From an optimization exercise on the open Yosys and OpenROAD flow, aimed at small area, a short achievable clock period and few clock cycles per item; shortcuts taken in it are not production practice. In this exercise RTL edits were held to simulation tests only and were not proved equivalent to the original.

`config.mk`:
```
export PLATFORM = sky130hd
export DESIGN_NAME = muldiv_seq
export DESIGN_NICKNAME = muldiv_seq
export VERILOG_FILES = /design/flow/design.v
export SDC_FILE = /design/flow/constraint.sdc
export NUM_CORES = 4
export LEC_CHECK = 0
export CAP_MARGIN = 20
export CORE_MARGIN = 2
export CORE_UTILIZATION = 60
export SETUP_SLACK_MARGIN = 4
export SLEW_MARGIN = 20
```
`constraint.sdc`:
```
create_clock -name core_clock -period 10.0 [get_ports {clk}]
set_input_delay 2.0000 -clock core_clock [delete_from_list [all_inputs] [get_ports {clk}]]
set_output_delay 2.0000 -clock core_clock [all_outputs]
set_load 0.01 [all_outputs]
```
`design.v`:
```
module muldiv_seq #(
  parameter int W  = 64,
  parameter int CW = 7
) (
  input  logic         clk,
  input  logic         rst,
  input  logic         start,
  input  logic         op_div,
  input  logic         op_signed,
  input  logic         op_dword,
  input  logic [W-1:0] rs,
  input  logic [W-1:0] rt,
  input  logic         rd_hilo,
  input  logic         wr_hi,
  input  logic         wr_lo,
  input  logic [W-1:0] wdata,
  input  logic         kill,
  output logic         busy,
  output logic         done,
  output logic         stall,
  output logic [W-1:0] hi,
  output logic [W-1:0] lo
);
  typedef enum logic [2:0] {IDLE, MUL, NORM, DIV, FIX} state_t;
  state_t        state, nstate;
  logic [4:0]    cnt;
  logic          div_r, dw_r, neg_lo, neg_hi;
  logic [64:0]   a_r;         
  logic [65:0]   b_r;         
  logic [6:0]    lza_r, lzb_r;  
  logic          sa_r;        
  logic          bprev_r;     
  logic          corr_r;      
  logic [66:0]   s_r, c_r;    
  logic          cin_r;       
  logic [63:0]   pl_r;        
  function automatic logic [6:0] lzc64(input logic [63:0] v);
    logic [31:0] v1; logic [31:0] c1;
    logic [15:0] v2; logic [1:0] c2 [16];
    logic [7:0]  v3; logic [2:0] c3 [8];
    logic [3:0]  v4; logic [3:0] c4 [4];
    logic [1:0]  v5; logic [4:0] c5 [2];
    logic        v6; logic [5:0] c6;
    for (int i = 0; i < 32; i++) begin
      v1[i] = v[2*i+1] | v[2*i];
      c1[i] = ~v[2*i+1];
    end
    for (int i = 0; i < 16; i++) begin
      v2[i] = v1[2*i+1] | v1[2*i];
      c2[i] = v1[2*i+1] ? {1'b0, c1[2*i+1]} : {1'b1, c1[2*i]};
    end
    for (int i = 0; i < 8; i++) begin
      v3[i] = v2[2*i+1] | v2[2*i];
      c3[i] = v2[2*i+1] ? {1'b0, c2[2*i+1]} : {1'b1, c2[2*i]};
    end
    for (int i = 0; i < 4; i++) begin
      v4[i] = v3[2*i+1] | v3[2*i];
      c4[i] = v3[2*i+1] ? {1'b0, c3[2*i+1]} : {1'b1, c3[2*i]};
    end
    for (int i = 0; i < 2; i++) begin
      v5[i] = v4[2*i+1] | v4[2*i];
      c5[i] = v4[2*i+1] ? {1'b0, c4[2*i+1]} : {1'b1, c4[2*i]};
    end
    v6 = v5[1] | v5[0];
    c6 = v5[1] ? {1'b0, c5[1]} : {1'b1, c5[0]};
    lzc64 = v6 ? {1'b0, c6} : 7'd64;
  endfunction
  logic        sa_in, sb_in;
  logic [64:0] xa_in;
  logic [63:0] ma_in, xb_in, mb_in;
  logic [6:0]  lza_in, lzb_in;
  always_comb begin
    sa_in  = op_signed && (op_dword ? rs[63] : rs[31]);
    sb_in  = op_signed && (op_dword ? rt[63] : rt[31]);
    xa_in  = op_dword ? {sa_in, rs} : {{33{sa_in}}, rs[31:0]};
    xb_in  = op_dword ? rt : {{32{sb_in}}, rt[31:0]};
    ma_in  = sa_in ? (~xa_in[63:0] + 64'd1) : xa_in[63:0];
    mb_in  = (sb_in && op_div) ? (~xb_in + 64'd1) : xb_in;
    lza_in = lzc64(xa_in[63:0] ^ {64{sa_in}});
    lzb_in = lzc64(xb_in ^ {64{sb_in}});
  end
  localparam int TW = 83;     
  localparam logic [63:0] KBIAS = 64'hAAAA_AAAA_AAAA_AAAC;
  function automatic logic [2*TW-1:0] csa(input logic [TW-1:0] x, input logic [TW-1:0] y,
                                          input logic [TW-1:0] z);
    logic [TW-1:0] m;
    m   = (x & y) | (x & z) | (y & z);
    csa = {x ^ y ^ z, m[TW-2:0], 1'b0};
  endfunction
  logic [16:0]   bb;
  logic [7:0]    bneg, bone, btwo;
  logic [65:0]   by [8];
  logic [TW-1:0] rw [8];
  logic          mlast;
  logic [TW-1:0] xa, xk;
  logic [TW-1:0] e1s, e1c, e2s, e2c;
  logic [TW-1:0] u1s, u1c, u2s, u2c, u3s, u3c, v1s, v1c, v2s, v2c, w1s, w1c, x1s, x1c, ms, mc;
  logic [16:0]   mlow;
  always_comb begin
    bb = {b_r[15:0], bprev_r};
    for (int i = 0; i < 8; i++) begin
      bneg[i] = bb[2*i+2];
      bone[i] = bb[2*i+1] ^ bb[2*i];
      btwo[i] = (bb[2*i+2] & ~bb[2*i+1] & ~bb[2*i]) | (~bb[2*i+2] & bb[2*i+1] & bb[2*i]);
      by[i]   = ({66{bone[i]}} & {a_r[64], a_r}) | ({66{btwo[i]}} & {a_r, 1'b0});
      by[i]   = by[i] ^ {66{bneg[i]}};
      rw[i]   = {16'd0, ~by[i][65], by[i]} << (2 * i);
    end
    for (int i = 0; i < 7; i++)
      rw[7][2*i] = bneg[i];
    mlast = (cnt == 5'd0);
    xa = {3'd0, (mlast && corr_r) ? a_r[63:0] : 64'd0, 16'd0};
    xa[14] = bneg[7];
    xk = {3'd0, (mlast && dw_r) ? KBIAS : 64'd0, 16'd0};
    {e1s, e1c} = csa({16'd0, s_r}, {16'd0, c_r}, xa);
    {e2s, e2c} = csa(e1s, e1c, xk);
    {u1s, u1c} = csa(e2s, e2c, rw[0]);
    {u2s, u2c} = csa(rw[1], rw[2], rw[3]);
    {u3s, u3c} = csa(rw[4], rw[5], rw[6]);
    {v1s, v1c} = csa(u1s, u1c, u2s);
    {v2s, v2c} = csa(u2c, u3s, u3c);
    {w1s, w1c} = csa(v1s, v1c, v2s);
    {x1s, x1c} = csa(w1s, w1c, v2c);
    {ms, mc}   = csa(x1s, x1c, rw[7]);
    mlow = {1'b0, ms[15:0]} + {1'b0, mc[15:0]} + {16'd0, cin_r};
  end
  logic [7:0]  kest;
  logic        a_lt_b, b_zero;
  logic [65:0] d_al;
  logic [68:0] r1, r2, r3, t3s, t3c, x3, y3, z3, m3;
  logic [1:0]  qd;
  logic [63:0] rem_n;
  always_comb begin
    kest   = {1'b0, lzb_r} - {1'b0, lza_r} + {7'd0, sa_r};     
    if (!kest[7] && kest[6]) kest = 8'd63;                      
    a_lt_b = kest[7];
    b_zero = (b_r[63:0] == 64'd0);
    d_al   = b_r << {kest[5:1], 1'b0};
    r1 = {5'b0, s_r[63:0]} - {3'b0, b_r};
    r2 = {5'b0, s_r[63:0]} - {2'b0, b_r, 1'b0};
    x3 = {5'b0, s_r[63:0]};
    y3 = ~{2'b0, b_r, 1'b0};
    z3 = ~{3'b0, b_r};
    t3s = x3 ^ y3 ^ z3;
    m3  = (x3 & y3) | (x3 & z3) | (y3 & z3);
    t3c = {m3[67:0], 1'b1};
    r3 = t3s + t3c + 69'd1;
    if (!r3[68])      begin qd = 2'd3; rem_n = r3[63:0]; end
    else if (!r2[68]) begin qd = 2'd2; rem_n = r2[63:0]; end
    else if (!r1[68]) begin qd = 2'd1; rem_n = r1[63:0]; end
    else              begin qd = 2'd0; rem_n = s_r[63:0]; end
  end
  logic [63:0] f1, f2, fsum, q_n, res_hi, res_lo;
  always_comb begin
    f1   = div_r ? (s_r[63:0] ^ {64{neg_hi}}) : s_r[63:0];
    f2   = div_r ? 64'd0 : c_r[63:0];
    fsum = f1 + f2 + {63'd0, div_r ? neg_hi : cin_r};
    q_n  = neg_lo ? (~pl_r + 64'd1) : pl_r;
    if (!div_r) begin
      res_lo = dw_r ? pl_r : {{32{pl_r[63]}}, pl_r[63:32]};
      res_hi = dw_r ? fsum : {{32{fsum[31]}}, fsum[31:0]};
    end else begin
      res_lo = (state == NORM && b_zero) ? 64'hFFFF_FFFF_FFFF_FFFF :
               dw_r ? q_n : {{32{q_n[31]}}, q_n[31:0]};
      res_hi = dw_r ? fsum : {{32{fsum[31]}}, fsum[31:0]};
    end
  end
  logic fin;
  always_comb begin
    fin = (state == FIX) || ((state == NORM) && (b_zero || a_lt_b));
    nstate = state;
    case (state)
      IDLE: if (start) begin if (op_div) nstate = NORM; else nstate = MUL; end
      MUL:  if (cnt == 5'd0) nstate = FIX;
      NORM: if (b_zero || a_lt_b) nstate = IDLE; else nstate = DIV;
      DIV:  if (cnt == 5'd0) nstate = FIX;
      FIX:  nstate = IDLE;
      default: nstate = IDLE;
    endcase
    if (kill) nstate = IDLE;
    busy  = (state != IDLE);
    done  = fin && !kill;
    stall = busy && (start || rd_hilo || wr_hi || wr_lo);
  end
  always_ff @(posedge clk) begin
    if (rst) state <= IDLE;
    else     state <= nstate;
  end
  always_ff @(posedge clk) begin
    case (state)
      IDLE: begin
        div_r  <= op_div;
        dw_r   <= op_dword;
        neg_lo <= sa_in ^ sb_in;
        neg_hi <= sa_in;
        a_r    <= xa_in;
        b_r    <= {2'b0, mb_in};
        lza_r  <= lza_in;
        lzb_r  <= lzb_in;
        sa_r   <= sa_in;
        bprev_r <= 1'b0;
        corr_r <= !op_signed && (op_dword ? rt[63] : rt[31]);
        s_r    <= op_div ? {3'b0, ma_in} : 67'd0;
        c_r    <= 67'd0;
        cin_r  <= 1'b0;
        pl_r   <= 64'd0;
        cnt    <= op_dword ? 5'd3 : 5'd1;
      end
      MUL: begin
        s_r   <= ms[82:16];
        c_r   <= mc[82:16];
        cin_r <= mlow[16];
        pl_r  <= {mlow[15:0], pl_r[63:16]};
        b_r   <= {18'd0, b_r[63:16]};
        bprev_r <= b_r[15];
        cnt   <= cnt - 5'd1;
      end
      NORM: begin
        b_r  <= d_al;
        cnt  <= kest[5:1];
      end
      DIV: begin
        s_r  <= {3'b0, rem_n};
        pl_r <= {pl_r[61:0], qd};
        b_r  <= {2'b0, b_r[65:2]};
        cnt  <= cnt - 5'd1;
      end
      default: ;
    endcase
  end
  always_ff @(posedge clk) begin
    if (rst) begin
      hi <= '0;
      lo <= '0;
    end else if (fin && !kill) begin
      hi <= res_hi;
      lo <= res_lo;
    end else if (state == IDLE) begin
      if (wr_hi) hi <= wdata;
      if (wr_lo) lo <= wdata;
    end
  end
endmodule
```
`flow/run.sh`:
```
#!/bin/bash
# The standard layout (the standard.sh: standard synthesis, floorplan, place, CTS, route),
# with one change: ports are buffered with buf_1 cells (sized up later as needed) instead of
# the default clkdlybuf4s50_1.
set -euo pipefail
bash standard.sh 'BUFFER_PORTS_ARGS=-buffer_cell sky130_fd_sc_hd__buf_1' finish > standard_flow.log 2>&1
```
`standard.sh`:
```
#!/bin/bash
# synth_recipe.tcl (not shown) runs the flow's synth.tcl, then flattens the netlist and writes it again
# the make line also repeats each setting of config.mk as NAME=value (left out here)
make -C /OpenROAD-flow-scripts/flow DESIGN_CONFIG=/design/flow/config.mk WORK_HOME=/design/flow/orfs CLKGATE_MAP_FILE= SYNTH_SCRIPT=/design/flow/synth_recipe.tcl "${@:-finish}"
```
==> impl_results.md, run 1 <==
* Count leader, synth: nand2_1
* Max Cap Viol at 0
* Final period util at 61.9%
* Relative slew slack at 14.9%
* Synth area leaders: fa_1 18%, edfxtp_1 14%, xnor2_1 8.2%, ha_1 6.6%, a22oi_1 5.2%
* Worst-path clk slew at 70 ps
* DRC viols at 0
* Number of global-route vias before repair at 77,300
* Synth area leader: fa_1
* Nets at 10,800
* Final min period at 6190 ps
* Routed length per placed instance at 33.2 um
* Hpwl dp at 278,000 um
* Hold Vio Cnt, Final at 0
* Asr flop ratio synth at 0%
* Share of layout cells above drive strength 1 at 7.19%
* Antenna violations before repair at 43
* Area growth syn-to-layout at 8.88%
* Status: timing/DRC/antenna clean
* Synth Warn # at 11
* CP Max Fanout at 29
* Mapped Area at a little under 80,000 um2
* Synth Flop Type: edfxtp_1
* Least-Margin Pin Slew at 1280 ps
* Share of Yosys cell area claimed by the top area cell type at 17.6%
* Sink Count at 483
* Unique masters post-synth at 90
* Total GRT Usage at 54.8%
* Drt first pass iters at 11
* Fin area at 84,700 um2
* CP endpoint kind: register
* Post-CTS Hold Buffers at 0
* Die area at 132,000 um2
* Die X-Extent at 364 um
* Hold path cells at 2
* Initial Utilization at 60.3%
* Clock buffer depth at 3
* Crit Path Class: register to register
* Routability Congestion at 1.13
* DRT antenna net count at 0
* Avg Inst Size Synth at 8.10 um2
* CTS tree: yes
* Via density at 7.36
* Synth cell count leaders: 1,004 x nand2_1, 754 x inv_1, 728 x xnor2_1
* Area post-placement at 79,900 um2
* Post-Syn Instances at 9,601
* Final Util at 65.6%
* Min-Delay Path Class: register to register
* Largest net degree at the start of global routing at 129
* Rows at 132
* CP required at 10,370 ps
* Syn nets at 10,900
* EDFF count, synth at 352
* GR Overflow Total at 0
* Worst Reg-to-Reg Cells at 14
* RSZ-0062 raised after global routing: true
* Crit path launch type: register
* H-tree levels at 2
* Clock Tree Root: clkbuf_16
* Sum of negative setup slack at 0 ps
* Setup-failing EPs final at 0
* Total wire length at 377,000 um
* I/O Buffers at 332
* Drt initial violations at around 15,000
* Ports at 333
* #FFs+latches synth at 483
* CTS Buf Count at between 50 and 60
* First-pass GRT wire length at 532,000 um
* Via count at 83,500
* Die Y at 364 um
* # fillers at roughly 11,000
* Clk_skew at approximately 54 ps
* Fin. max-slew vios at 0
* Core ar. at 129,000 um2
* Hold Slack at around 460 ps
* Clock latency (worst-skew pair) at 750 ps
* Fmax at 162 MHz
* Seq/Total Area, Yosys at 17.0%
* Crit path DAT at 6570 ps
[registers in the layout, indices dropped and copies added, names as in the netlist, 3 cells and up]
name   flops
hi        64
lo        64
lza_r      7
cnt        5
pl_r      64
state      3
b_r       66
c_r       66
s_r       66
lzb_r      7
a_r       65
[cells in the final DEF, fill, tap and decap left out, types with 78 or more instances in the layout]
cell / n
nand2_1: 986
inv_1: 733
xnor2_1: 726
a21oi_1: 673
fa_1: 631
nor2_1: 578
o21ai_0: 546
a22oi_1: 534
ha_1: 402
edfxtp_1: 352
buf_1: 330
buf_4: 241
nand3_1: 169
xor2_1: 151
nor3_1: 147
dfxtp_1: 130
a21o_1: 122
a31oi_1: 121
a211oi_1: 93
nand4_1: 92
and3_1: 88
nor4_1: 88
and2_1: 78
[cells by family after synthesis]
group	after synthesis	share of synthesized area (%)
AO/OA/AOI/OAI	2937	25.1
XOR/XNOR	880	9.91
adder cells (fa/ha/maj)	1095	24.2
buffers and inverters	1562	7.57
flip-flops	483	17.0
multiplexers	82	1.06
AND/OR/NAND/NOR	2562	15.2
[metal layers]
layer / up-vias / part of all wire [%] / track usage [%] / wire length [um]
met3: 2313 / 18 / 28.1 / 69500
met4: 38 / 11 / 41.1 / 39800
met5: - / 0.15 / 2.00 / 581
met2: 7915 / 38 / 75.1 / 145000
li1: 34000 / - / - / -
met1: 39300 / 33 / 64.7 / 123000
[final cells by class]
cell class	instances	area (um2)	area share, %
inverters	760	2950	3.48
flip-flops and latches	483	13200	15.6
diodes	44	110	0.130
multi-input cells	7560	59600	70.4
clock inverters	40	499	0.590
well taps	1742	2180	2.57
repair buffers	650	4490	5.30
clock buffers	72	1630	1.92
[what timing repair did]
action | CTS | global route
pin swaps | 13 | 52
endpoints found under the hold margin | 0 | 0
buffers inserted | 53 | 67
resized for setup | 125 | 158
endpoints found under the setup margin | 222 | 164
cloned | 7 | 7
[stage by stage]
stage / cells / setup WS (ps)
CTS: 11200 / 3900
finish: 11400 / 3810
floorplan: 9601 / 4010
global placement: 11100 / 2950
detailed placement: 11100 / 2910
global route: 11300 / 3850
[final timing paths]
check | start | endpoint | slack, ps
max | b_r[44] | s_r[0] | 3810
min | lo[34] | lo[34] | 460
max reg2reg | b_r[44] | s_r[0] | 3810
min reg2reg | lo[34] | lo[34] | 460
[worst max-delay path, cell delays in order (launching register included)]
cell       delay, ps
edfxtp_1         710
inv_1            350
fa_1             630
ha_1             520
nand3_1          200
nor2_1           440
inv_1            260
o221ai_2         420
a2bb2oi_2        320
a21oi_1          100
o21ai_1          190
and2_1           340
buf_6            380
a21oi_2          240
o22ai_4          660
Testbench counts, summed over its fixed seeds: cycles 18,205, ops 3,200.
==> run 2, diff against run 1 <==
--- a/design.v
+++ b/design.v
@@ -28,10 +28,13 @@
   logic [64:0]   a_r;         
   logic [65:0]   b_r;         
-  logic [6:0]    lza_r, lzb_r;  
-  logic          sa_r;        
+  logic [4:0]    kq_r;        
+  logic          early_r;     
+  logic          bz_r;        
+  logic          ca_r, kb_r;  
   logic          bprev_r;     
   logic          corr_r;      
   logic [66:0]   s_r, c_r;    
   logic          cin_r;       
+  logic [15:0]   slo_r, clo_r;  
   logic [63:0]   pl_r;        
   function automatic logic [6:0] lzc64(input logic [63:0] v);
@@ -70,4 +73,5 @@
   logic [63:0] ma_in, xb_in, mb_in;
   logic [6:0]  lza_in, lzb_in;
+  logic [7:0]  kest;
   always_comb begin
     sa_in  = op_signed && (op_dword ? rs[63] : rs[31]);
@@ -79,4 +83,6 @@
     lza_in = lzc64(xa_in[63:0] ^ {64{sa_in}});
     lzb_in = lzc64(xb_in ^ {64{sb_in}});
+    kest   = {1'b0, lzb_in} - {1'b0, lza_in} + {7'd0, sa_in};   
+    if (!kest[7] && kest[6]) kest = 8'd63;                       
   end
   localparam int TW = 83;     
@@ -92,5 +98,4 @@
   logic [65:0]   by [8];
   logic [TW-1:0] rw [8];
-  logic          mlast;
   logic [TW-1:0] xa, xk;
   logic [TW-1:0] e1s, e1c, e2s, e2c;
@@ -109,8 +114,7 @@
     for (int i = 0; i < 7; i++)
       rw[7][2*i] = bneg[i];
-    mlast = (cnt == 5'd0);
-    xa = {3'd0, (mlast && corr_r) ? a_r[63:0] : 64'd0, 16'd0};
+    xa = {3'd0, ca_r ? a_r[63:0] : 64'd0, 16'd0};
     xa[14] = bneg[7];
-    xk = {3'd0, (mlast && dw_r) ? KBIAS : 64'd0, 16'd0};
+    xk = {3'd0, kb_r ? KBIAS : 64'd0, 16'd0};
     {e1s, e1c} = csa({16'd0, s_r}, {16'd0, c_r}, xa);
     {e2s, e2c} = csa(e1s, e1c, xk);
@@ -123,55 +127,55 @@
     {x1s, x1c} = csa(w1s, w1c, v2c);
     {ms, mc}   = csa(x1s, x1c, rw[7]);
-    mlow = {1'b0, ms[15:0]} + {1'b0, mc[15:0]} + {16'd0, cin_r};
-  end
-  logic [7:0]  kest;
-  logic        a_lt_b, b_zero;
+    mlow = {1'b0, slo_r} + {1'b0, clo_r} + {16'd0, cin_r};
+  end
   logic [65:0] d_al;
-  logic [68:0] r1, r2, r3, t3s, t3c, x3, y3, z3, m3;
+  logic [64:0] r1, r2;
+  logic [65:0] r3, t3s, t3c, x3, y3, z3, m3;
+  logic        ok1, ok2, ok3;
   logic [1:0]  qd;
   logic [63:0] rem_n;
   always_comb begin
-    kest   = {1'b0, lzb_r} - {1'b0, lza_r} + {7'd0, sa_r};     
-    if (!kest[7] && kest[6]) kest = 8'd63;                      
-    a_lt_b = kest[7];
-    b_zero = (b_r[63:0] == 64'd0);
-    d_al   = b_r << {kest[5:1], 1'b0};
-    r1 = {5'b0, s_r[63:0]} - {3'b0, b_r};
-    r2 = {5'b0, s_r[63:0]} - {2'b0, b_r, 1'b0};
-    x3 = {5'b0, s_r[63:0]};
-    y3 = ~{2'b0, b_r, 1'b0};
-    z3 = ~{3'b0, b_r};
+    d_al   = b_r << {kq_r[4:0], 1'b0};
+    r1 = {1'b0, s_r[63:0]} - {1'b0, b_r[63:0]};
+    r2 = {1'b0, s_r[63:0]} - {1'b0, b_r[62:0], 1'b0};
+    x3 = {2'b0, s_r[63:0]};
+    y3 = ~{1'b0, b_r[63:0], 1'b0};
+    z3 = ~{2'b0, b_r[63:0]};
     t3s = x3 ^ y3 ^ z3;
     m3  = (x3 & y3) | (x3 & z3) | (y3 & z3);
-    t3c = {m3[67:0], 1'b1};
-    r3 = t3s + t3c + 69'd1;
-    if (!r3[68])      begin qd = 2'd3; rem_n = r3[63:0]; end
-    else if (!r2[68]) begin qd = 2'd2; rem_n = r2[63:0]; end
-    else if (!r1[68]) begin qd = 2'd1; rem_n = r1[63:0]; end
-    else              begin qd = 2'd0; rem_n = s_r[63:0]; end
-  end
-  logic [63:0] f1, f2, fsum, q_n, res_hi, res_lo;
-  always_comb begin
-    f1   = div_r ? (s_r[63:0] ^ {64{neg_hi}}) : s_r[63:0];
-    f2   = div_r ? 64'd0 : c_r[63:0];
-    fsum = f1 + f2 + {63'd0, div_r ? neg_hi : cin_r};
+    t3c = {m3[64:0], 1'b1};
+    r3 = t3s + t3c + 66'd1;
+    ok1 = !r1[64] && (b_r[65:64] == 2'd0);
+    ok2 = !r2[64] && (b_r[65:63] == 3'd0);
+    ok3 = !r3[65] && (b_r[65:63] == 3'd0);
+    if (ok3)      begin qd = 2'd3; rem_n = r3[63:0]; end
+    else if (ok2) begin qd = 2'd2; rem_n = r2[63:0]; end
+    else if (ok1) begin qd = 2'd1; rem_n = r1[63:0]; end
+    else          begin qd = 2'd0; rem_n = s_r[63:0]; end
+  end
+  logic [79:0] f1, f2, fsum;
+  logic [63:0] q_n, res_hi, res_lo;
+  always_comb begin
+    f1   = div_r ? {s_r[63:0] ^ {64{neg_hi}}, 16'hFFFF} : {s_r[63:0], slo_r};
+    f2   = div_r ? 80'd0 : {c_r[63:0], clo_r};
+    fsum = f1 + f2 + {79'd0, div_r ? neg_hi : cin_r};
     q_n  = neg_lo ? (~pl_r + 64'd1) : pl_r;
     if (!div_r) begin
-      res_lo = dw_r ? pl_r : {{32{pl_r[63]}}, pl_r[63:32]};
-      res_hi = dw_r ? fsum : {{32{fsum[31]}}, fsum[31:0]};
+      res_lo = dw_r ? {fsum[15:0], pl_r[63:16]} : {{32{fsum[15]}}, fsum[15:0], pl_r[63:48]};
+      res_hi = dw_r ? fsum[79:16] : {{32{fsum[47]}}, fsum[47:16]};
     end else begin
-      res_lo = (state == NORM && b_zero) ? 64'hFFFF_FFFF_FFFF_FFFF :
+      res_lo = bz_r ? 64'hFFFF_FFFF_FFFF_FFFF :
                dw_r ? q_n : {{32{q_n[31]}}, q_n[31:0]};
-      res_hi = dw_r ? fsum : {{32{fsum[31]}}, fsum[31:0]};
+      res_hi = dw_r ? fsum[79:16] : {{32{fsum[47]}}, fsum[47:16]};
     end
   end
   logic fin;
   always_comb begin
-    fin = (state == FIX) || ((state == NORM) && (b_zero || a_lt_b));
+    fin = (state == FIX) || ((state == NORM) && early_r);
     nstate = state;
     case (state)
       IDLE: if (start) begin if (op_div) nstate = NORM; else nstate = MUL; end
       MUL:  if (cnt == 5'd0) nstate = FIX;
-      NORM: if (b_zero || a_lt_b) nstate = IDLE; else nstate = DIV;
+      NORM: if (early_r) nstate = IDLE; else nstate = DIV;
       DIV:  if (cnt == 5'd0) nstate = FIX;
       FIX:  nstate = IDLE;
@@ -196,7 +200,9 @@
         a_r    <= xa_in;
         b_r    <= {2'b0, mb_in};
-        lza_r  <= lza_in;
-        lzb_r  <= lzb_in;
-        sa_r   <= sa_in;
+        kq_r    <= kest[5:1];
+        bz_r    <= (xb_in == 64'd0);
+        early_r <= (xb_in == 64'd0) || kest[7];
+        ca_r    <= 1'b0;
+        kb_r    <= 1'b0;
         bprev_r <= 1'b0;
         corr_r <= !op_signed && (op_dword ? rt[63] : rt[31]);
@@ -204,4 +210,6 @@
         c_r    <= 67'd0;
         cin_r  <= 1'b0;
+        slo_r  <= 16'd0;
+        clo_r  <= 16'd0;
         pl_r   <= 64'd0;
         cnt    <= op_dword ? 5'd3 : 5'd1;
@@ -211,12 +219,16 @@
         c_r   <= mc[82:16];
         cin_r <= mlow[16];
+        slo_r <= ms[15:0];
+        clo_r <= mc[15:0];
         pl_r  <= {mlow[15:0], pl_r[63:16]};
         b_r   <= {18'd0, b_r[63:16]};
         bprev_r <= b_r[15];
+        ca_r    <= corr_r && (cnt == 5'd1);
+        kb_r    <= dw_r && (cnt == 5'd1);
         cnt   <= cnt - 5'd1;
       end
       NORM: begin
         b_r  <= d_al;
-        cnt  <= kest[5:1];
+        cnt  <= kq_r[4:0];
       end
       DIV: begin
==> run 2 against run 1 <==
Cell count shrank 0.20%; first-iteration DRC count shrank 18%; synthesized area grew 2.9%; via count shrank 3.2%; critical path depth grew 2; still clean on timing, DRC and antenna; critical path type unchanged; cell area grew 1.7%; non-clock buffer count shrank 73.
==> impl_results.md, run 2 <==
* CP endpoint kind: register
* Sink Count at 507 (+5.0%)
* Crit path DAT at 6480 ps (-90 ps)
* Clock Tree Root: clkbuf_16
* Die area at 136,000 um2 (+2.9%)
* Placed cell count at 11,100 (+0.52%)
* Drt initial violations at 12,600 (-18%)
* Seq/Total Area, Yosys at 17.4% (+0.42 points)
* Worst flop-to-flop path startpoint: b_r[14]
* Rows at 134 (+1.5%)
* Worst-path cell chain: inv_1, fa_1, ha_1, nand2_1, nor2_1, or4b_2, a21oi_2, nor3_2, o21ai_2, o311ai_4, o21ai_4, and2_1, buf_4, a221oi_1, o21ai_0, o221ai_1
* Biggest regs: b_r: 66 flops, c_r: 66 flops, s_r: 66 flops
* Relative slew slack at 23.5% (+8.5 points)
* Setup-failing EPs final at 0 (unchanged)
* Initial Utilization at 60.2% (-0.081 points)
* DRC viols at 0 (unchanged)
* Unique masters post-synth at 99 (+10%)
* Crit path launch type: register
* Number of global-route vias before repair at 77,000 (-0.32%)
* Synth cell count leaders: 833 x nand2_1, 787 x inv_1, 756 x xnor2_1
* Share of Yosys cell area claimed by the top area cell type at 17.0% (-0.53 points)
* Die X-Extent at 369 um (+1.4%)
* Most frequent cells in the layout: 823 x nand2_1, 768 x inv_1, 754 x xnor2_1, 681 x fa_1, 663 x nor2_1
* Worst-path clk slew at 60 ps (about the same)
* Total wire length at 354,000 um (-6.3%)
* Clock latency (worst-skew pair) at 750 ps (about the same)
* Hpwl dp at 260,000 um (-6.4%)
* Antenna violations before repair at 18 (-58%)
* H-tree levels at 3 (+1)
* Avg Inst Size Synth at 8.25 um2 (+1.9%)
* Routed length per placed instance at 31.2 um (-6.1%)
* Slowest CP cell: or4b_2
* Mapped Area at 80,000 um2 (+2.9%)
* Via density at 7.14 (-3.0%)
* EDFF count, synth at 376 (+6.8%)
* Synth Flop Type: edfxtp_1
* #FFs+latches synth at 507 (+5.0%)
* Post-Syn Instances at 9,702 (+1.1%)
* Total GRT Usage at 50.2% (-4.6 points)
* Ports at 333 (unchanged)
* Crit Path Class: register to register
* Synth Warn # at 11 (unchanged)
* Share of layout cells above drive strength 1 at 6.49% (-0.71 points)
* Largest net degree at the start of global routing at 103 (-20%)
* CP max stage delay at 650 ps (-60 ps)
* Core ar. at 133,000 um2 (+3.1%)
* Synth area leaders: fa_1 17%, edfxtp_1 14%, xnor2_1 8.3%, ha_1 6.6%, a22oi_1 4.5%
* Clock buffer depth at 3 (unchanged)
* Asr flop ratio synth at 0% (unchanged)
* CP required at 10,370 ps (about the same)
* DRT antenna net count at 0 (unchanged)
* Post-CTS Hold Buffers at 0 (unchanged)
* Sum of negative setup slack at 0 ps (unchanged)
* Commonest non-fill, non-tap cell in the layout: nand2_1
* I/O Buffers at 332 (unchanged)
* Final min period at 6110 ps (-80.7 ps)
* RSZ-0062 raised after global routing: true
* Least-Margin Pin Slew at 1150 ps (-128 ps)
* Hold Vio Cnt, Final at 0 (unchanged)
* Routability Congestion at 1.05 (-6.4%)
* First-pass GRT wire length at 509,000 um (-4.3%)
* Area post-placement at 81,900 um2 (+2.6%)
* Clk_skew at 79.8 ps (+26.0 ps)
* Via count at 80,900 (-3.2%)
* Fin area at 86,100 um2 (+1.7%)
* Max Cap Viol at 0 (unchanged)
* Critical path's top delay family: compound AO/OA/AOI/OAI gates
* Fmax at 164 MHz (+1.3%)
* Fin. max-slew vios at 0 (unchanged)
* Die Y at 369 um (+1.4%)
* WP buf/inv at 2 (-1)
* GR Overflow Total at 0 (unchanged)
* Final period util at 61.1% (-0.81 points)
* Synth area leader: fa_1
* Count leader, synth: nand2_1
* CTS tree: yes
* CTS Buf Count at 67 (+14%)
* Worst setup path start: b_r[14]
* Min-delay src: lo[8]
* Syn nets at 11,000 (+1.0%)
* Post-route insts no fill at 11,300 (-0.20%)
* Status: timing/DRC/antenna clean
* Drt first pass iters at 9 (-2)
* Area growth syn-to-layout at 7.56%
* CP Max Fanout at 15 (-48%)
* Nets at 10,800 (-0.10%)
* Min-Delay Path Class: register to register
-- run 2: cell types whose count changed after synthesis, moves of 46 or more --
cell and change:
clkbuf_1 +54, a21o_1 +58, nor4_1 -58, a22oi_1 -53, nand2_1 -171, or3_1 +62
o221ai_1 +46, maj3_1 +60, nor2_1 +85
-- run 2: area by class of cell --
cell class / count / area, um2
Antenna cell: 16 / 40.0
Clock buffer: 86 / 1890
Clock inverter: 35 / 577
Fill cell: 11400 / 46900
Inverter: 799 / 3070
Multi-Input combinational cell: 7539 / 60700
Sequential cell: 507 / 13900
Tap cell: 1768 / 2210
Timing Repair Buffer: 577 / 3640
Timing Repair inverter: 1 / 8.76
-- run 2: worst min-delay path: stages, from the launching register on --
cell      delay [ps]
dfxtp_1          310
nand2_1           50
a311oi_1          80
-- run 2: repair_timing --
item                       in CTS  in global routing
gates cloned                    7                  5
gates resized for setup        91                117
setup endpoints to repair     246                119
buffers inserted               24                 36
pin swaps                      10                 36
-- run 2: through the flow --
step / utilization, % / worst slack, ps / hold WS, ps
4_1_cts: 64.1 / 3910 / 486
3_3_place_gp: 61.6 / 1850 / 469
6_report: 64.7 / 3890 / 484
5_1_grt: 64.7 / 3900 / 500
3_5_place_dp: 61.6 / 1940 / 473
2_1_floorplan: - / 1570 / 499
-- run 2: path summary, 6_finish.rpt --
check / cells after the start / end / slack (ps)
min: 2 / lo[8] / 480
max reg2reg: 16 / s_r[52] / 3890
max: 16 / s_r[52] / 3890
min reg2reg: 2 / lo[8] / 480
-- run 2: per-layer routing --
layer | part of all wire (%) | GRT usage, % | wire (um)
met5 | 0.064 | 1.35 | 225
met4 | 11 | 42.8 | 38700
met3 | 14 | 16.2 | 49100
met2 | 42 | 74.5 | 149000
met1 | 33 | 58.6 | 116000
-- run 2: kinds of logic after synthesis --
kind of cell,count (synthesis),share of synthesized area (%)
AO/OA/AOI/OAI,2908,24.2
AND/OR/NAND/NOR,2386,13.7
buffers and inverters,1659,7.83
adder cells (fa/ha/maj),1166,24.4
XOR/XNOR,953,10.4
flip-flops,507,17.4
multiplexers,123,2.07
Testbench counts of run 2, summed over its fixed seeds: cycles 18,205, ops 3,200.
==> run 3, diff against run 2 <==
--- a/design.v
+++ b/design.v
@@ -32,5 +32,6 @@
   logic          bz_r;        
   logic          ca_r, kb_r;  
-  logic          bprev_r;     
+  logic          xneg_r;      
+  logic [7:0]    bneg_r, bone_r, btwo_r;  
   logic          corr_r;      
   logic [66:0]   s_r, c_r;    
@@ -71,5 +72,5 @@
   logic        sa_in, sb_in;
   logic [64:0] xa_in;
-  logic [63:0] ma_in, xb_in, mb_in;
+  logic [63:0] xb_in;
   logic [6:0]  lza_in, lzb_in;
   logic [7:0]  kest;
@@ -79,10 +80,19 @@
     xa_in  = op_dword ? {sa_in, rs} : {{33{sa_in}}, rs[31:0]};
     xb_in  = op_dword ? rt : {{32{sb_in}}, rt[31:0]};
-    ma_in  = sa_in ? (~xa_in[63:0] + 64'd1) : xa_in[63:0];
-    mb_in  = (sb_in && op_div) ? (~xb_in + 64'd1) : xb_in;
     lza_in = lzc64(xa_in[63:0] ^ {64{sa_in}});
     lzb_in = lzc64(xb_in ^ {64{sb_in}});
     kest   = {1'b0, lzb_in} - {1'b0, lza_in} + {7'd0, sa_in};   
     if (!kest[7] && kest[6]) kest = 8'd63;                       
+  end
+  logic [16:0] benc;
+  logic [7:0]  bneg_n, bone_n, btwo_n;
+  always_comb begin
+    benc = (state == IDLE) ? {xb_in[15:0], 1'b0} : b_r[31:15];
+    for (int i = 0; i < 8; i++) begin
+      bneg_n[i] = benc[2*i+2];
+      bone_n[i] = benc[2*i+1] ^ benc[2*i];
+      btwo_n[i] = (benc[2*i+2] & ~benc[2*i+1] & ~benc[2*i]) |
+                  (~benc[2*i+2] & benc[2*i+1] & benc[2*i]);
+    end
   end
   localparam int TW = 83;     
@@ -94,6 +104,4 @@
     csa = {x ^ y ^ z, m[TW-2:0], 1'b0};
   endfunction
-  logic [16:0]   bb;
-  logic [7:0]    bneg, bone, btwo;
   logic [65:0]   by [8];
   logic [TW-1:0] rw [8];
@@ -103,17 +111,13 @@
   logic [16:0]   mlow;
   always_comb begin
-    bb = {b_r[15:0], bprev_r};
     for (int i = 0; i < 8; i++) begin
-      bneg[i] = bb[2*i+2];
-      bone[i] = bb[2*i+1] ^ bb[2*i];
-      btwo[i] = (bb[2*i+2] & ~bb[2*i+1] & ~bb[2*i]) | (~bb[2*i+2] & bb[2*i+1] & bb[2*i]);
-      by[i]   = ({66{bone[i]}} & {a_r[64], a_r}) | ({66{btwo[i]}} & {a_r, 1'b0});
-      by[i]   = by[i] ^ {66{bneg[i]}};
+      by[i]   = ({66{bone_r[i]}} & {a_r[64], a_r}) | ({66{btwo_r[i]}} & {a_r, 1'b0});
+      by[i]   = by[i] ^ {66{bneg_r[i]}};
       rw[i]   = {16'd0, ~by[i][65], by[i]} << (2 * i);
     end
     for (int i = 0; i < 7; i++)
-      rw[7][2*i] = bneg[i];
+      rw[7][2*i] = bneg_r[i];
     xa = {3'd0, ca_r ? a_r[63:0] : 64'd0, 16'd0};
-    xa[14] = bneg[7];
+    xa[14] = bneg_r[7];
     xk = {3'd0, kb_r ? KBIAS : 64'd0, 16'd0};
     {e1s, e1c} = csa({16'd0, s_r}, {16'd0, c_r}, xa);
@@ -129,4 +133,5 @@
     mlow = {1'b0, slo_r} + {1'b0, clo_r} + {16'd0, cin_r};
   end
+  logic [63:0] ma_n, mb_n;
   logic [65:0] d_al;
   logic [64:0] r1, r2;
@@ -136,5 +141,7 @@
   logic [63:0] rem_n;
   always_comb begin
-    d_al   = b_r << {kq_r[4:0], 1'b0};
+    ma_n   = neg_hi ? (~s_r[63:0] + 64'd1) : s_r[63:0];
+    mb_n   = (neg_lo ^ neg_hi) ? (~b_r[63:0] + 64'd1) : b_r[63:0];
+    d_al   = {2'b0, mb_n} << {kq_r[4:0], 1'b0};
     r1 = {1'b0, s_r[63:0]} - {1'b0, b_r[63:0]};
     r2 = {1'b0, s_r[63:0]} - {1'b0, b_r[62:0], 1'b0};
@@ -157,7 +164,7 @@
   logic [63:0] q_n, res_hi, res_lo;
   always_comb begin
-    f1   = div_r ? {s_r[63:0] ^ {64{neg_hi}}, 16'hFFFF} : {s_r[63:0], slo_r};
-    f2   = div_r ? 80'd0 : {c_r[63:0], clo_r};
-    fsum = f1 + f2 + {79'd0, div_r ? neg_hi : cin_r};
+    f1   = {s_r[63:0] ^ {64{xneg_r}}, slo_r};
+    f2   = {c_r[63:0], clo_r};
+    fsum = f1 + f2 + {79'd0, cin_r};
     q_n  = neg_lo ? (~pl_r + 64'd1) : pl_r;
     if (!div_r) begin
@@ -199,5 +206,5 @@
         neg_hi <= sa_in;
         a_r    <= xa_in;
-        b_r    <= {2'b0, mb_in};
+        b_r    <= {2'b0, xb_in};
         kq_r    <= kest[5:1];
         bz_r    <= (xb_in == 64'd0);
@@ -205,11 +212,12 @@
         ca_r    <= 1'b0;
         kb_r    <= 1'b0;
-        bprev_r <= 1'b0;
+        {bneg_r, bone_r, btwo_r} <= {bneg_n, bone_n, btwo_n};
         corr_r <= !op_signed && (op_dword ? rt[63] : rt[31]);
-        s_r    <= op_div ? {3'b0, ma_in} : 67'd0;
+        s_r    <= op_div ? {3'b0, xa_in[63:0]} : 67'd0;
         c_r    <= 67'd0;
         cin_r  <= 1'b0;
-        slo_r  <= 16'd0;
+        slo_r  <= op_div ? 16'hFFFF : 16'd0;
         clo_r  <= 16'd0;
+        xneg_r <= 1'b0;
         pl_r   <= 64'd0;
         cnt    <= op_dword ? 5'd3 : 5'd1;
@@ -223,5 +231,5 @@
         pl_r  <= {mlow[15:0], pl_r[63:16]};
         b_r   <= {18'd0, b_r[63:16]};
-        bprev_r <= b_r[15];
+        {bneg_r, bone_r, btwo_r} <= {bneg_n, bone_n, btwo_n};
         ca_r    <= corr_r && (cnt == 5'd1);
         kb_r    <= dw_r && (cnt == 5'd1);
@@ -230,4 +238,7 @@
       NORM: begin
         b_r  <= d_al;
+        s_r  <= {3'b0, ma_n};
+        cin_r  <= neg_hi;
+        xneg_r <= neg_hi;
         cnt  <= kq_r[4:0];
       end
==> run 3 against run 2 <==
Flip-flop and latch count is 24 higher; critical path depth is 8 higher; cell area is 2.0% lower; utilization is 0.43 points lower; sequential share of layout area is 1.2 points higher.
==> impl_results.md, run 3 <==
* Unique masters post-synth at 110 (+11%)
* Synth Area in Adders at 23.6% (-0.84 points)
* Final period util at 61.1% (about the same)
* Synth cell count leaders: 815 x nand2_1, 749 x inv_1, 680 x fa_1
* Synth area leaders: fa_1 17%, edfxtp_1 15%, ha_1 6.4%, xnor2_1 6.2%, xor2_1 5.3%
* Status: timing/DRC/antenna clean
* EDFF count, synth at 400 (+6.4%)
* Setup-failing EPs final at 0 (unchanged)
* Max Cap Viol at 0 (unchanged)
* Min-delay src: lo[25]
* First-pass GRT wire length at 488,000 um (-4.2%)
* Drt first pass iters at 9 (unchanged)
* Count leader, synth: nand2_1
* RSZ-0062 raised after global routing: true
* I/O Buffers at 332 (unchanged)
* GR Overflow Total at 0 (unchanged)
* Die area at 135,000 um2 (-1.1%)
* FF/Latch Area at 14,600 um2 (+5.2%)
* Syn nets at 10,700 (-2.8%)
* Relative slew slack at 19.0% (-4.4 points)
* Clk_skew at 51.7 ps (-28.1 ps)
* Least-Margin Pin Slew at 1210 ps (+57.5 ps)
* Crit path DAT at 6570 ps (+90 ps)
* Mux share of post-synthesis cell area at 2.42% (+0.36 points)
* Ports at 333 (unchanged)
* Sink Count at 531 (+4.7%)
* Synth Area in Compound Gates at 23.2% (-0.95 points)
* Largest family of logic cells by synthesized area: adder cells
* Seq/Total Area, Yosys at 18.5% (+1.1 points)
* Antenna violations before repair at 18 (unchanged)
* Met3 Track Usage GR at 13.8% (-2.3 points)
* Share of Yosys cell area claimed by the top area cell type at 17.2% (+0.17 points)
* Avg Inst Size Synth at 8.41 um2 (+1.9%)
* Nets at 10,500 (-2.4%)
* Crit path launch type: input port
* Rows at 133 (-0.75%)
* Routability Congestion at 1.04 (-1.3%)
* Via density at 7.02 (-1.7%)
* CTS tree: yes
* CP endpoint kind: register
* Share of layout cells above drive strength 1 at 5.69% (-0.79 points)
* Initial Utilization at 60.3% (+0.15 points)
* Most frequent cells in the layout: 805 x nand2_1, 737 x inv_1, 680 x fa_1, 658 x nor2_1, 644 x a21oi_1
* Area of the multi-input gates at 59,300 um2 (-2.4%)
* XOR/XNOR Fraction of Synth Area at 11.5% (+1.0 points)
* Crit Path Class: input port to register
* Hpwl dp at 251,000 um (-3.2%)
* Min-Delay Path Class: register to register
* Mapped Area at 79,100 um2 (-1.1%)
* DRC viols at 0 (unchanged)
* Number of global-route vias before repair at 74,600 (-3.2%)
* Clock buffer depth at 3 (unchanged)
* Worst flop-to-flop path startpoint: b_r[24]
* Clock latency (worst-skew pair) at 730 ps (-20 ps)
* Worst setup path start: op_dword
* Final min period at 6110 ps (-2.91 ps)
* CP required at 10,470 ps (+100 ps)
* # fillers at 11,500 (+0.86%)
* Total GRT Usage at 48.1% (-2.1 points)
* Sum of negative setup slack at 0 ps (unchanged)
* Die X-Extent at 367 um (-0.55%)
* Area growth syn-to-layout at 6.58%
* Core ar. at 131,000 um2 (-1.4%)
* Worst-path clk slew at 60 ps (about the same)
* Most crowded layer after global routing: met2
* Synth area leader: fa_1
* Synth Flop Type: edfxtp_1
* Routed length per placed instance at 30.2 um (-3.4%)
* Simple-gate share of the synthesized area at 13.4% (-0.22 points)
* Fmax at 164 MHz (about the same)
* Largest net degree at the start of global routing at 82 (-20%)
* Die Y at 367 um (-0.55%)
* Fin. max-slew vios at 0 (unchanged)
* Hold Vio Cnt, Final at 0 (unchanged)
* Total wire length at 334,000 um (-5.5%)
* Asr flop ratio synth at 0% (unchanged)
* Drt initial violations at 11,900 (-6.0%)
* Grt met2 use at 72.5% (-2.1 points)
* DRT antenna net count at 0 (unchanged)
* Post-Syn Instances at 9,411 (-3.0%)
* CTS Buf Count at 69 (+3.0%)
* CP Max Fanout at 7 (-8)
* Met1 Use GR at 58.4% (-0.19 points)
* H-tree levels at 3 (unchanged)
* Clock Tree Root: clkbuf_16
* Synth Warn # at 11 (unchanged)
* Via count at 77,800 (-3.8%)
* Commonest non-fill, non-tap cell in the layout: nand2_1
* Biggest regs: b_r: 66 flops, c_r: 66 flops, s_r: 66 flops
* #FFs+latches synth at 531 (+4.7%)
-- run 3: cell families (layout without fill, tap and decap cells) --
logic type / count (synthesis) / after routing
muxes: 186 / 186
DFF: 531 / 531
adders and majority gates: 1084 / 1084
other: 0 / 16
buffers and inverters: 1523 / 1422
and+or+nand+nor: 2302 / 2305
xor gates and xnor gates: 1037 / 1037
AOI/OAI and AO/OA: 2748 / 2748
-- run 3: area by class of cell --
type	instances	share of cell area [%]
Tap cell	1755	2.60
Multi-Input combinational cell	7360	70.3
Timing Repair Buffer	538	3.43
Clock inverter	36	0.537
Clock buffer	91	2.32
Inverter	757	3.43
Sequential cell	531	17.4
Antenna cell	16	0.0475
-- run 3: worst paths after layout --
kind              slack (ps)      end  depth (start not counted)
hold / removal           480   lo[25]                          2
hold reg to reg          480   lo[25]                          2
setup / recovery        3890  kq_r[4]                         24
setup reg to reg        4110  s_r[43]                         18
-- run 3: metal layers --
metal | routed length, um | share of wire, %
met1 | 115000 | 34
met2 | 143000 | 43
met3 | 43600 | 13
met4 | 32200 | 9.6
met5 | 56 | 0.017
-- run 3: metrics by stage --
step           util (%)  std cells  instance area (um2)  hold slack [ps]  setup slack [ps]
2_1_floorplan         -       9411                79300              500              3980
3_3_place_gp       61.7      10900                80900              468              2150
3_5_place_dp       61.7      10900                81000              470              2120
4_1_cts            63.9      11000                83800              481              4000
5_1_grt            64.3      11100                84300              499              3780
6_report           64.3      11100                84300              479              3890
-- run 3: timing repair --
item / CTS / global route
pin swaps: 15 / 7
hold buffers: 0 / 0
setup buffers: 14 / 45
gates resized for setup: 69 / 42
gates cloned: 1 / 2
setup endpoints to repair: 108 / 109
-- run 3: worst max-delay path: stages --
cell,delay [ps]
clkbuf_8,150
mux2_4,340
nand2_8,110
clkinv_8,100
or3_4,370
nor3_4,220
a31oi_4,60
a221oi_2,220
o31ai_2,110
a21oi_1,190
nor3_2,70
a21oi_4,370
a21oi_2,110
a22o_4,270
ha_4,250
nand2b_1,170
fa_1,460
nor2b_1,190
o21ai_0,100
nand2b_1,110
a21o_1,120
a21oi_1,70
xnor2_1,160
a22o_1,240
Testbench counts of run 3, summed over its fixed seeds: cycles 18,205, ops 3,200.
==> run 4, diff against run 3 <==
--- a/config.mk
+++ b/config.mk
@@ -9,4 +9,4 @@
 export CORE_MARGIN = 2
 export CORE_UTILIZATION = 60
-export SETUP_SLACK_MARGIN = 4
+export SETUP_SLACK_MARGIN = 5
 export SLEW_MARGIN = 20
==> run 4 against run 3 <==
Still clean on timing, DRC and antenna; synthesized cell count did not move; critical path depth up 2; flip-flop and latch count stayed put; maximum frequency shrank 1.2%; global-route usage up 3.4 points; non-clock buffer count grew 226; utilization is 3.1 points higher; die area unchanged; cell count up 2.0%; hold slack improved by 3.8 ps; critical path type unchanged.
==> impl_results.md, run 4 <==
* Nets at 10,800 (+2.2%)
* Fmax at 162 MHz (-1.2%)
* Biggest regs: b_r: 66 flops, c_r: 66 flops, s_r: 66 flops
* I/O Buffers at 332 (unchanged)
* Count leader, synth: nand2_1
* Via count at 81,500 (+4.8%)
* Synth Area in Compound Gates at 23.2% (unchanged)
* Avg Inst Size Synth at 8.41 um2 (unchanged)
* Crit Path Class: input port to register
* DRC viols at 0 (unchanged)
* Die X-Extent at 367 um (unchanged)
* CTS Buf Count at 71 (+2.9%)
* Drt first pass iters at 12 (+3)
* Total GRT Usage at 51.5% (+3.4 points)
* XOR/XNOR Fraction of Synth Area at 11.5% (unchanged)
* Sink Count at 531 (unchanged)
* Mux share of post-synthesis cell area at 2.42% (unchanged)
* Setup-failing EPs final at 0 (unchanged)
* Rows at 133 (unchanged)
* Share of layout cells above drive strength 1 at 11.6% (+5.9 points)
* Area growth syn-to-layout at 11.7%
* Max Cap Viol at 0 (unchanged)
* Status: timing/DRC/antenna clean
* Die area at 135,000 um2 (unchanged)
* Synth Flop Type: edfxtp_1
* Number of global-route vias before repair at 76,900 (+3.1%)
* #FFs+latches synth at 531 (unchanged)
* DRT antenna net count at 0 (unchanged)
* Initial Utilization at 60.3% (unchanged)
* Routed length per placed instance at 31.9 um (+5.9%)
* Worst-path clk slew at 60 ps (about the same)
* Crit path launch type: input port
* Seq/Total Area, Yosys at 18.5% (unchanged)
* Synth Warn # at 11 (unchanged)
* # fillers at 10,600 (-7.2%)
* Least-Margin Pin Slew at 1380 ps (+175 ps)
* Relative slew slack at 5.29% (-14 points)
* First-pass GRT wire length at 517,000 um (+5.9%)
* Synth area leaders: fa_1 17%, edfxtp_1 15%, ha_1 6.4%, xnor2_1 6.2%, xor2_1 5.3%
* Routability Congestion at 1.06 (+2.2%)
* Most frequent cells in the layout: 786 x nand2_1, 690 x inv_1, 643 x nor2_1, 619 x a21oi_1, 549 x xnor2_1
* Sum of negative setup slack at 0 ps (unchanged)
* Clk_skew at 54.6 ps (+2.89 ps)
* Crit path DAT at 6630 ps (+60 ps)
* Total wire length at 361,000 um (+8.0%)
* Clock Tree Root: clkbuf_16
* Simple-gate share of the synthesized area at 13.4% (unchanged)
* Via density at 7.21 (+2.7%)
* Synth area leader: fa_1
* Mapped Area at 79,100 um2 (unchanged)
* Unique masters post-synth at 110 (unchanged)
* Hold Vio Cnt, Final at 0 (unchanged)
* Syn nets at 10,700 (unchanged)
* Post-Syn Instances at 9,411 (unchanged)
* Synth Area in Adders at 23.6% (unchanged)
* H-tree levels at 3 (unchanged)
* RSZ-0062 raised after global routing: true
* EDFF count, synth at 400 (unchanged)
* Core ar. at 131,000 um2 (unchanged)
* Largest family of logic cells by synthesized area: adder cells
* Share of Yosys cell area claimed by the top area cell type at 17.2% (unchanged)
* Min-Delay Path Class: register to register
* Hpwl dp at 259,000 um (+2.8%)
* Final min period at 6180 ps (+71.1 ps)
* CP endpoint kind: register
* Clock latency (worst-skew pair) at 720 ps (about the same)
* Worst setup path start: op_signed
* Largest net degree at the start of global routing at 94 (+15%)
* Post-CTS Hold Buffers at 0 (unchanged)
* Commonest non-fill, non-tap cell in the layout: nand2_1
* CP required at 10,450 ps (-20 ps)
* CP Max Fanout at 13 (+6)
* Ports at 333 (unchanged)
* Asr flop ratio synth at 0% (unchanged)
* Fin. max-slew vios at 0 (unchanged)
* Die Y at 367 um (unchanged)
* CTS tree: yes
* Worst flop-to-flop path startpoint: ca_r
* Synth cell count leaders: 815 x nand2_1, 749 x inv_1, 680 x fa_1
* Clock buffer depth at 3 (unchanged)
* Final period util at 61.8% (+0.71 points)
* Drt initial violations at 13,800 (+16%)
* Min-delay src: hi[22]
* Antenna violations before repair at 32 (+14)
* GR Overflow Total at 0 (unchanged)
## run 4: cell count changes in the layout (fill, tap and decap cells not counted), moves of 33 or more
cell     previous run  this run
fa_1              680       541
inv_1             737       690
inv_2               5        43
buf_12              3        39
fa_2                0       139
buf_4             195       332
o21ai_0           411       378
buf_6               6        48
## run 4: repair_timing
item | in CTS | in global routing
cloned | 13 | 0
pin swaps | 118 | 148
gates resized for setup | 389 | 264
endpoints found under the setup margin | 199 | 182
setup buffers | 203 | 89
## run 4: final cells by class
| cell class | count | area [um2] | share of cell area (%) |
|---|---|---|---|
| repair buffers | 764 | 5390 | 6.10 |
| multi-input cells | 7363 | 60900 | 68.9 |
| flip-flops and latches | 531 | 14600 | 16.6 |
| diodes | 13 | 32.5 | 0.0368 |
| well taps | 1755 | 2200 | 2.48 |
| clock buffers | 86 | 1950 | 2.20 |
| inverters | 757 | 2940 | 3.32 |
| clock inverters | 41 | 388 | 0.439 |
## run 4: layer usage
layer  vias up  GRT usage, %  part of all wire, %
met4        30          41.9                   11
met1     38500          62.6                   34
met2      7366          73.4                   41
li1      33400             -                    -
met3      2259          18.1                   15
met5         -             0                0.096
## run 4: final timing paths
check | endpoint | slack, ps | depth (start not counted)
max reg2reg | s_r[37] | 4260 | 20
max | kq_r[4] | 3820 | 26
min | hi[22] | 480 | 2
min reg2reg | hi[22] | 480 | 2
## run 4: stage by stage
stage / util (%) / hold WS [ps] / cell area (um2) / setup slack, ps / std cells
after global routing: 67.4 / 499 / 88400 / 3740 / 11300
final: 67.4 / 483 / 88400 / 3820 / 11300
after detailed placement: 61.6 / 470 / 80800 / 1760 / 10900
after CTS: 66.1 / 484 / 86600 / 4040 / 11200
after floorplan: - / 500 / 79300 / 4010 / 9411
after global placement: 61.6 / 468 / 80800 / 1840 / 10900
## run 4: cells by family after synthesis
| logic type | count (synthesis) |
|---|---|
| AO/OA/AOI/OAI | 2748 |
| XOR/XNOR | 1037 |
| adder cells (fa/ha/maj) | 1084 |
| buffers and inverters | 1523 |
| flip-flops | 531 |
| multiplexers | 186 |
| AND/OR/NAND/NOR | 2302 |
## run 4: critical path, cell delays in order
cell and delay, ps:
buf_1 80, buf_6 270, nand2_8 140, buf_4 170, buf_12 120, nor3_2 310
a31oi_4 80, buf_12 150, nor2_4 250, nand3b_1 120, buf_4 210, nor3_2 250
nand2b_4 190, a21oi_1 70, a21oi_4 280, ha_4 260, ha_4 210, nor3b_4 140
o21a_1 190, o21a_1 200, o21a_1 190, o21ai_2 130, nand2b_1 80, a21oi_2 180
xnor2_2 110, a22o_1 220
==> run 5, diff against run 4 <==
--- a/design.v
+++ b/design.v
@@ -28,6 +28,5 @@
   logic [64:0]   a_r;         
   logic [65:0]   b_r;         
-  logic [4:0]    kq_r;        
-  logic          early_r;     
+  logic [6:0]    lza_r, lzb_r;  
   logic          bz_r;        
   logic          ca_r, kb_r;  
@@ -74,5 +73,4 @@
   logic [63:0] xb_in;
   logic [6:0]  lza_in, lzb_in;
-  logic [7:0]  kest;
   always_comb begin
     sa_in  = op_signed && (op_dword ? rs[63] : rs[31]);
@@ -80,8 +78,6 @@
     xa_in  = op_dword ? {sa_in, rs} : {{33{sa_in}}, rs[31:0]};
     xb_in  = op_dword ? rt : {{32{sb_in}}, rt[31:0]};
-    lza_in = lzc64(xa_in[63:0] ^ {64{sa_in}});
+    lza_in = lzc64(sa_in ? {~xa_in[62:0], 1'b1} : xa_in[63:0]);
     lzb_in = lzc64(xb_in ^ {64{sb_in}});
-    kest   = {1'b0, lzb_in} - {1'b0, lza_in} + {7'd0, sa_in};   
-    if (!kest[7] && kest[6]) kest = 8'd63;                       
   end
   logic [16:0] benc;
@@ -133,4 +129,6 @@
     mlow = {1'b0, slo_r} + {1'b0, clo_r} + {16'd0, cin_r};
   end
+  logic [7:0]  kest;
+  logic        early;
   logic [63:0] ma_n, mb_n;
   logic [65:0] d_al;
@@ -141,7 +139,10 @@
   logic [63:0] rem_n;
   always_comb begin
+    kest   = {1'b0, lzb_r} - {1'b0, lza_r};                     
+    if (!kest[7] && kest[6]) kest = 8'd63;                      
+    early  = bz_r || kest[7];                                   
     ma_n   = neg_hi ? (~s_r[63:0] + 64'd1) : s_r[63:0];
     mb_n   = (neg_lo ^ neg_hi) ? (~b_r[63:0] + 64'd1) : b_r[63:0];
-    d_al   = {2'b0, mb_n} << {kq_r[4:0], 1'b0};
+    d_al   = {2'b0, mb_n} << {kest[5:1], 1'b0};
     r1 = {1'b0, s_r[63:0]} - {1'b0, b_r[63:0]};
     r2 = {1'b0, s_r[63:0]} - {1'b0, b_r[62:0], 1'b0};
@@ -179,10 +180,10 @@
   logic fin;
   always_comb begin
-    fin = (state == FIX) || ((state == NORM) && early_r);
+    fin = (state == FIX) || ((state == NORM) && early);
     nstate = state;
     case (state)
       IDLE: if (start) begin if (op_div) nstate = NORM; else nstate = MUL; end
       MUL:  if (cnt == 5'd0) nstate = FIX;
-      NORM: if (early_r) nstate = IDLE; else nstate = DIV;
+      NORM: if (early) nstate = IDLE; else nstate = DIV;
       DIV:  if (cnt == 5'd0) nstate = FIX;
       FIX:  nstate = IDLE;
@@ -207,7 +208,7 @@
         a_r    <= xa_in;
         b_r    <= {2'b0, xb_in};
-        kq_r    <= kest[5:1];
+        lza_r   <= lza_in;
+        lzb_r   <= lzb_in;
         bz_r    <= (xb_in == 64'd0);
-        early_r <= (xb_in == 64'd0) || kest[7];
         ca_r    <= 1'b0;
         kb_r    <= 1'b0;
@@ -241,5 +242,5 @@
         cin_r  <= neg_hi;
         xneg_r <= neg_hi;
-        cnt  <= kq_r[4:0];
+        cnt  <= kest[5:1];
       end
       DIV: begin
==> run 5 against run 4 <==
Register-to-register slack improved by 370 ps; global-route usage is 1.9 points lower; maximum frequency rose by 15%; cell count increased by 0.23%; largest cell class unchanged; still clean on timing, DRC and antenna; highest routed layer unchanged.
==> impl_results.md, run 5 <==
* Syn nets at 10,700 (+0.43%)
* Area of the multi-input gates at 59,700 um2 (-2.0%)
* R2R setup slack at 4630 ps (+370 ps)
* Final min period at 5370 ps (-809 ps)
* Total GRT Usage at 49.5% (-1.9 points)
* Area post-placement at 81,100 um2 (+0.36%)
* FF/Latch Area at 14,900 um2 (+1.6%)
* Post-CTS Hold Buffers at 0 (unchanged)
* Final period util at 53.7% (-8.1 points)
* Count leader, synth: nand2_1
* Placement Setup Slack at 3630 ps (+1870 ps)
* Rows at 133 (unchanged)
* Synth Warn # at 11 (unchanged)
* Crit path DAT at 5830 ps (-800 ps)
* EDFF count, synth at 408 (+2.0%)
* RSZ-0062 raised after global routing: true
* Worst flop-to-flop path startpoint: ca_r
* Slowest CP cell: fa_1
* Max Cap Viol at 0 (unchanged)
* Clock latency (worst-skew pair) at 740 ps (+20 ps)
* Unique masters post-synth at 104 (-5.5%)
* Synth cell count leaders: 981 x nand2_1, 764 x inv_1, 680 x fa_1
* Most frequent cells in the layout: 962 x nand2_1, 718 x inv_1, 649 x nor2_1, 625 x a21oi_1, 608 x fa_1
* Share of Yosys cell area claimed by the top area cell type at 17.2% (about the same)
* Total wire length at 348,000 um (-3.7%)
* Reg-to-Reg End: s_r[49]
* Drt first pass iters at 13 (+1)
* Sink Count at 539 (+1.5%)
* CTS tree: yes
* Share of layout cells above drive strength 1 at 9.42% (-2.2 points)
* Seq/Total Area, Yosys at 18.8% (+0.29 points)
* DRC viols at 0 (unchanged)
* Hold Vio Cnt, Final at 0 (unchanged)
* Worst-path cell chain: buf_12, buf_16, nand2_4, fa_1, inv_2, fa_1, inv_2, fa_1, fa_1, fa_1, fa_1, fa_1, nor2_1, a221oi_2, o21ai_1, a221o_1
* Clk_skew at 59.1 ps (+4.56 ps)
* First-pass GRT wire length at 499,000 um (-3.3%)
* Routed length per placed instance at 30.7 um (-3.9%)
* Fin. max-slew vios at 0 (unchanged)
* Worst-path clk slew at 60 ps (about the same)
* Clock Tree Root: clkbuf_16
* Drt initial violations at 13,100 (-5.5%)
* WP buf/inv at 4 (-2)
* Critical path's top delay family: adder cells
* Core ar. at 131,000 um2 (+0.13%)
* Biggest regs: b_r: 66 flops, c_r: 66 flops, s_r: 66 flops
* Commonest non-fill, non-tap cell in the layout: nand2_1
* # fillers at 11,000 (+3.8%)
* Synth area leader: fa_1
* Most used cell, CP: fa_1
* Worst Reg-to-Reg Cells at 16 (-20%)
* DRT antenna net count at 0 (unchanged)
* CP required at 10,460 ps (about the same)
* Fmax at 186 MHz (+15%)
* Crit path launch type: register
* Hold EP: lo[12]
* Number of global-route vias before repair at 75,300 (-2.0%)
* Crit Path Class: register to register
* I/O Buffers at 332 (unchanged)
* Die Y at 367 um (about the same)
* GR Overflow Total at 0 (unchanged)
* Min-Delay Path Class: register to register
* Via density at 7.10 (-1.6%)
* Final worst slack at 4630 ps (+809 ps)
* Area growth syn-to-layout at 10.0%
* Mapped Area at 79,200 um2 (about the same)
* Status: timing/DRC/antenna clean
* Fin area at 87,100 um2 (-1.4%)
* Ports at 333 (unchanged)
* CP endpoint kind: register
* Relative slew slack at 11.0% (+5.7 points)
* Die area at 135,000 um2 (about the same)
* Synth Flop Type: edfxtp_1
* Hold path cells at 2 (unchanged)
* Die X-Extent at 367 um (about the same)
* Sum of negative setup slack at 0 ps (unchanged)
* Min-delay src: lo[12]
* CP max stage delay at 550 ps (+240 ps)
* #FFs+latches synth at 539 (+1.5%)
* Initial Utilization at 60.3% (about the same)
* Hpwl dp at 256,000 um (-1.1%)
* Nets at 10,800 (+0.19%)
* CTS Buf Count at 68 (-4.2%)
* Avg Inst Size Synth at 8.37 um2 (-0.47%)
* H-tree levels at 3 (unchanged)
* Least-Margin Pin Slew at 1300 ps (-79.3 ps)
* Setup-failing EPs final at 0 (unchanged)
* Routability Congestion at 1.12 (+5.1%)
* Synth area leaders: fa_1 17%, edfxtp_1 15%, xnor2_1 6.3%, ha_1 6.3%, xor2_1 5.2%
* Post-Syn Instances at 9,464 (+0.56%)
* Largest net degree at the start of global routing at 209 (+120%)
* Asr flop ratio synth at 0% (unchanged)
* Via count at 80,400 (-1.3%)
* Antenna violations before repair at 21 (-34%)
* CP Max Fanout at 4 (-9)
* Clock buffer depth at 3 (unchanged)
-- run 5: per-layer routing --
metal  part of all wire (%)  routed length, um  GRT usage (%)  up-vias
met5                  0.092                321          0.641        -
met4                    9.5              32900           36.1       24
met3                     15              50900           15.5     1610
met2                     41             143000           71.0     6824
met1                     35             121000           62.9    38400
li1                       -                  -              -    33600
-- run 5: layout make-up --
| class | instances | share of cell area (%) |
|---|---|---|
| Antenna cell | 13 | 0.0373 |
| Clock buffer | 90 | 2.20 |
| Clock inverter | 33 | 0.485 |
| Inverter | 772 | 3.41 |
| Multi-Input combinational cell | 7389 | 68.5 |
| Sequential cell | 539 | 17.1 |
| Tap cell | 1755 | 2.52 |
| Timing Repair Buffer | 745 | 5.80 |
-- run 5: how the worst max path moves through the flow --
| stage | slack, ps | cells after the start | startpoint | to |
|---|---|---|---|---|
| 6_report | 4630 | 16 | ca_r | s_r[49] |
| 4_1_cts | 4670 | 16 | ca_r | s_r[49] |
| 3_5_place_dp | 3630 | 16 | op_dword | lza_r[1] |
| 5_1_grt | 4520 | 17 | ca_r | s_r[5] |
| 2_1_floorplan | 4820 | 11 | kb_r | s_r[49] |
| 3_3_place_gp | 3790 | 16 | op_dword | lza_r[1] |
-- run 5: timing repair --
action,in CTS,in global routing
setup endpoints to repair,192,203
setup buffers,154,102
endpoints found under the hold margin,0,0
gates resized for setup,174,218
cloned,6,6
pin swaps,53,95
-- run 5: stage by stage --
| stage | cells | hold slack [ps] | utilization, % |
|---|---|---|---|
| floorplan | 9464 | 500 | - |
| global placement | 10900 | 468 | 61.8 |
| detailed placement | 10900 | 473 | 61.8 |
| CTS | 11200 | 483 | 65.1 |
| global route | 11300 | 507 | 66.3 |
| finish | 11300 | 483 | 66.4 |
-- run 5: cell families (layout without fill, tap and decap cells) --
group           Yosys count  count (layout)  synth area share, %
simple gates           2431            2432                 14.0
other cells               0              13                    0
compound gates         2683            2683                 22.9
flops                   539             539                 18.8
xor+xnor               1042            1042                 11.6
buf+inv                1537            1640                 7.36
fa+ha+maj              1077            1077                 23.5
mux                     155             155                 1.98
-- run 5: worst register-to-register path: stages (launching register included) --
cell,delay [ps]
edfxtp_1,400
buf_12,140
buf_16,130
nand2_4,60
fa_1,490
inv_2,40
fa_1,550
inv_2,40
fa_1,510
fa_1,430
fa_1,510
fa_1,430
fa_1,550
nor2_1,70
a221oi_2,320
o21ai_1,140
a221o_1,280
Testbench counts of run 5, summed over its fixed seeds: cycles 18,205, ops 3,200.

## afterwards: timing with drivers on the ports
The results above use ideal ports. As a check the final layouts listed here were re-extracted and re-timed, cells and wires unchanged. Step 1, drivers: a clkbuf_16 drives clk and a buf_2 each remaining input, both assumed. Step 2 times the ports against the registers' clock, not the clock port: input delays grow and output delays shrink by t, the midpoint of the rising clock arrivals with the driver on. a / b / c = ideal / step 1 / step 2; a / b = the first two.
| run | t, ns | setup slack, ns | worst setup path after step 2 | clock arrival spread, ns | worst register clock-pin slew, ns |
|---|---|---|---|---|---|
| run 1 | 0.814 | 3.809 / 3.809 / 3.306 | input to register | 0.055 / 0.055 | 0.08 / 0.08 |
| run 2 | 0.790 | 3.889 / 3.889 / 3.190 | input to register | 0.080 / 0.080 | 0.08 / 0.08 |
| run 3 | 0.786 | 3.892 / 3.935 / 3.149 | input to register | 0.058 / 0.058 | 0.08 / 0.08 |
| run 4 | 0.783 | 3.821 / 3.887 / 3.104 | input to register | 0.055 / 0.054 | 0.07 / 0.07 |
| run 5 | 0.789 | 4.630 / 4.630 / 4.343 | input to register | 0.060 / 0.060 | 0.08 / 0.08 |
After both steps setup and hold are still met in every run listed. For run 3, which loses most, drivers alone change the setup slack by +0.043 ns; drivers and shift together by -0.743 ns.
